This is an optimization exercise on Yosys and OpenROAD, whose aim is small area and few clock cycles, not a production implementation. Only simulation tests tie the RTL to the original design; equivalence was not proved. The clock port is modelled as an ideal driver, which makes a skipped or thinned clock tree look cheaper than it is; a real chip needs a root buffer or a tree.

==> flow/design.v (excerpt) <==
module vlsu_load_top #(
  parameter int unsigned NrLanes   = vlsu_pkg::NrLanesDef,
  parameter int unsigned MetaDepth = 2,
  parameter int unsigned LaneDepth = 4
) (
  input  logic                       clk_i,
  input  logic                       rst_ni,
  input  logic                       axi_r_valid_i,
  output logic                       axi_r_ready_o,
  input  logic [32:0]                axi_r_i,
  input  logic                       txn_valid_i,
  output logic                       txn_ready_o,
  input  logic [16:0]                txn_i,
  input  logic                       meta_valid_i,
  output logic                       meta_ready_o,
  input  logic [9:0]                 meta_i,
  output logic                       wb_valid_o,
  input  logic                       wb_ready_i,
  output logic [23:0]                wb_o,
  output logic [$clog2(NrLanes)-1:0] wb_lane_o
);
Size in the first run: roughly 240 cells after synthesis, ~26 flip-flops, about 96 I/O pins, ~0.0021 mm^2 of cells after synthesis.
export LEC_CHECK = 0
export CAP_MARGIN = 20
export CORE_MARGIN = 2
export CORE_UTILIZATION = 40
export GPL_TIMING_DRIVEN = 0
export PLACE_DENSITY = 0.6
export SLEW_MARGIN = 20
create_clock -name core_clock -period 10.0 [get_ports {clk_i}]
standard.sh (not shown) runs the stock make flow with config.mk's settings and CLKGATE_MAP_FILE= SYNTH_SCRIPT=/design/flow/synth_recipe.tcl, a recipe that flattens the netlist after the stock synthesis.
==> flow/flow/run.sh <==
#!/bin/bash
# Standard ORFS layout with three changes: ABC maps the logic with its
# area-oriented mapper (flow/abc_area.script in place of abc_speed.script),
# the port buffers are made of the smallest buffer cell, and the clock tree
# is built from clkbuf_8 cells without dummy loads.
set -euo pipefail
rm -rf scripts_abc
cp -r "$FLOW_HOME/scripts" scripts_abc
cp flow/abc_area.script scripts_abc/abc_speed.script
bash standard.sh SCRIPTS_DIR="$PWD/scripts_abc" \
  BUFFER_PORTS_ARGS="-buffer_cell sky130_fd_sc_hd__buf_1" \
  CTS_ARGS="-sink_clustering_enable -repair_clock_nets -dont_use_dummy_load -root_buf sky130_fd_sc_hd__clkbuf_8 -buf_list sky130_fd_sc_hd__clkbuf_8 -sink_clustering_size 30 -sink_clustering_max_diameter 200" \
  finish > standard_flow.log 2>&1
==> flow/flow/abc_area.script <==
strash
dch
amap
strash
dch
amap
The starting point ran to the end with no violations.
Testbench counts at the start, summed over its fixed seeds: cycles 14,178.
Change:
--- a/flow/flow/run.sh
+++ b/flow/flow/run.sh
@@ -12 +12 @@
-  CTS_ARGS="-sink_clustering_enable -repair_clock_nets -dont_use_dummy_load -root_buf sky130_fd_sc_hd__clkbuf_8 -buf_list sky130_fd_sc_hd__clkbuf_8 -sink_clustering_size 30 -sink_clustering_max_diameter 200" \
+  CTS_ARGS="-repair_clock_nets -dont_use_dummy_load -root_buf sky130_fd_sc_hd__clkbuf_16 -buf_list sky130_fd_sc_hd__clkbuf_16" \
- GPL_TIMING_DRIVEN: 0 -> not set
After rerunning: The changed run passed the timing, design-rule and antenna checks; worst hold slack got worse by 0.0071 ns; die area stays the same; clock skew drops by 0.0034 ns.
Change:
--- a/flow/flow/run.sh
+++ b/flow/flow/run.sh
@@ -4,2 +4,3 @@
-# the port buffers are made of the smallest buffer cell, and the clock tree
-# is built from clkbuf_8 cells without dummy loads.
+# the port buffers are made of the smallest buffer cell, and the clock is
+# distributed by a single clkbuf_16 at the centre of the registers
+# (flow/one_clkbuf.tcl, run as the PRE_CTS_TCL hook) instead of a tree.
@@ -12 +13 @@
-  CTS_ARGS="-repair_clock_nets -dont_use_dummy_load -root_buf sky130_fd_sc_hd__clkbuf_16 -buf_list sky130_fd_sc_hd__clkbuf_16" \
+  PRE_CTS_TCL="$PWD/flow/one_clkbuf.tcl" ONE_CLKBUF_CELL=sky130_fd_sc_hd__clkbuf_16 \
==> flow/flow/one_clkbuf.tcl (new file) <==
# Pre-CTS hook: the design has few registers, so one clock buffer placed at
# the centre of the registers drives them all, in place of TritonCTS's tree.
set block [ord::get_db_block]
set dbu [$block getDbUnitsPerMicron]
set clk_net [$block findNet clk_i]
set sx 0
set sy 0
set n 0
foreach it [$clk_net getITerms] {
  lassign [[$it getInst] getLocation] x y
  set sx [expr {$sx + $x}]
  set sy [expr {$sy + $y}]
  incr n
}
set cx [expr {double($sx) / $n / $dbu}]
set cy [expr {double($sy) / $n / $dbu}]
puts "one_clkbuf: $n clock sinks, buffer at ($cx, $cy)"
insert_buffer -buffer_cell $::env(ONE_CLKBUF_CELL) -net clk_i \
  -location [list $cx $cy] -buffer_name clkbuf_root -net_name clknet_root
rename clock_tree_synthesis tritoncts_unused
proc clock_tree_synthesis { args } {
  puts "one_clkbuf: clock tree is the single root buffer"
  set_propagated_clock [all_clocks]
}
- CORE_UTILIZATION: 40 -> 60
- GPL_TIMING_DRIVEN: not set -> 0
- PLACE_DENSITY: 0.6 -> 0.8
=>
- The new run completed with no timing, DRC or antenna violations
- routed wire length went down by 4.8%
- worst setup slack is worse by 0.65 ns
- worst hold slack is better by 0.0084 ns
- final cell count went down by about 8%
- area after synthesis does not change
- critical path depth is unchanged
The clock cells of the third run of this note come from the design's own scripts or RTL, not from TritonCTS.

## afterwards: timing with drivers on the ports
No port has a modelled driver above. Below, the same layouts with a new extraction and two added sets of constraints. Step 1 assumes that a clkbuf_16 drives the clock port and a buf_2 every other input. Step 2 times the ports against the registers' clock, not the clock port: input delays grow and output delays shrink by t, the midpoint of the rising clock arrivals with the driver on. a / b / c = ideal / step 1 / step 2; a / b = the first two.
| run | t (ns) | setup slack, ns | worst hold slack (ns) | worst slew at a driven data input, ns |
|---|---|---|---|---|
| the first run | 0.301 | 0.654 / 0.626 / 0.626 | 0.478 / 0.478 / 0.478 | 0.04 |
| the second run | 0.293 | 1.208 / 1.182 / 1.182 | 0.470 / 0.470 / 0.470 | 0.04 |
| the third run | 0.189 | 0.557 / 0.534 / 0.534 | 0.479 / 0.479 / 0.479 | 0.04 |
After both steps every run listed still meets setup and hold. For the first run, which loses most, drivers alone change the setup slack by -0.028 ns; drivers and shift together by -0.028 ns.
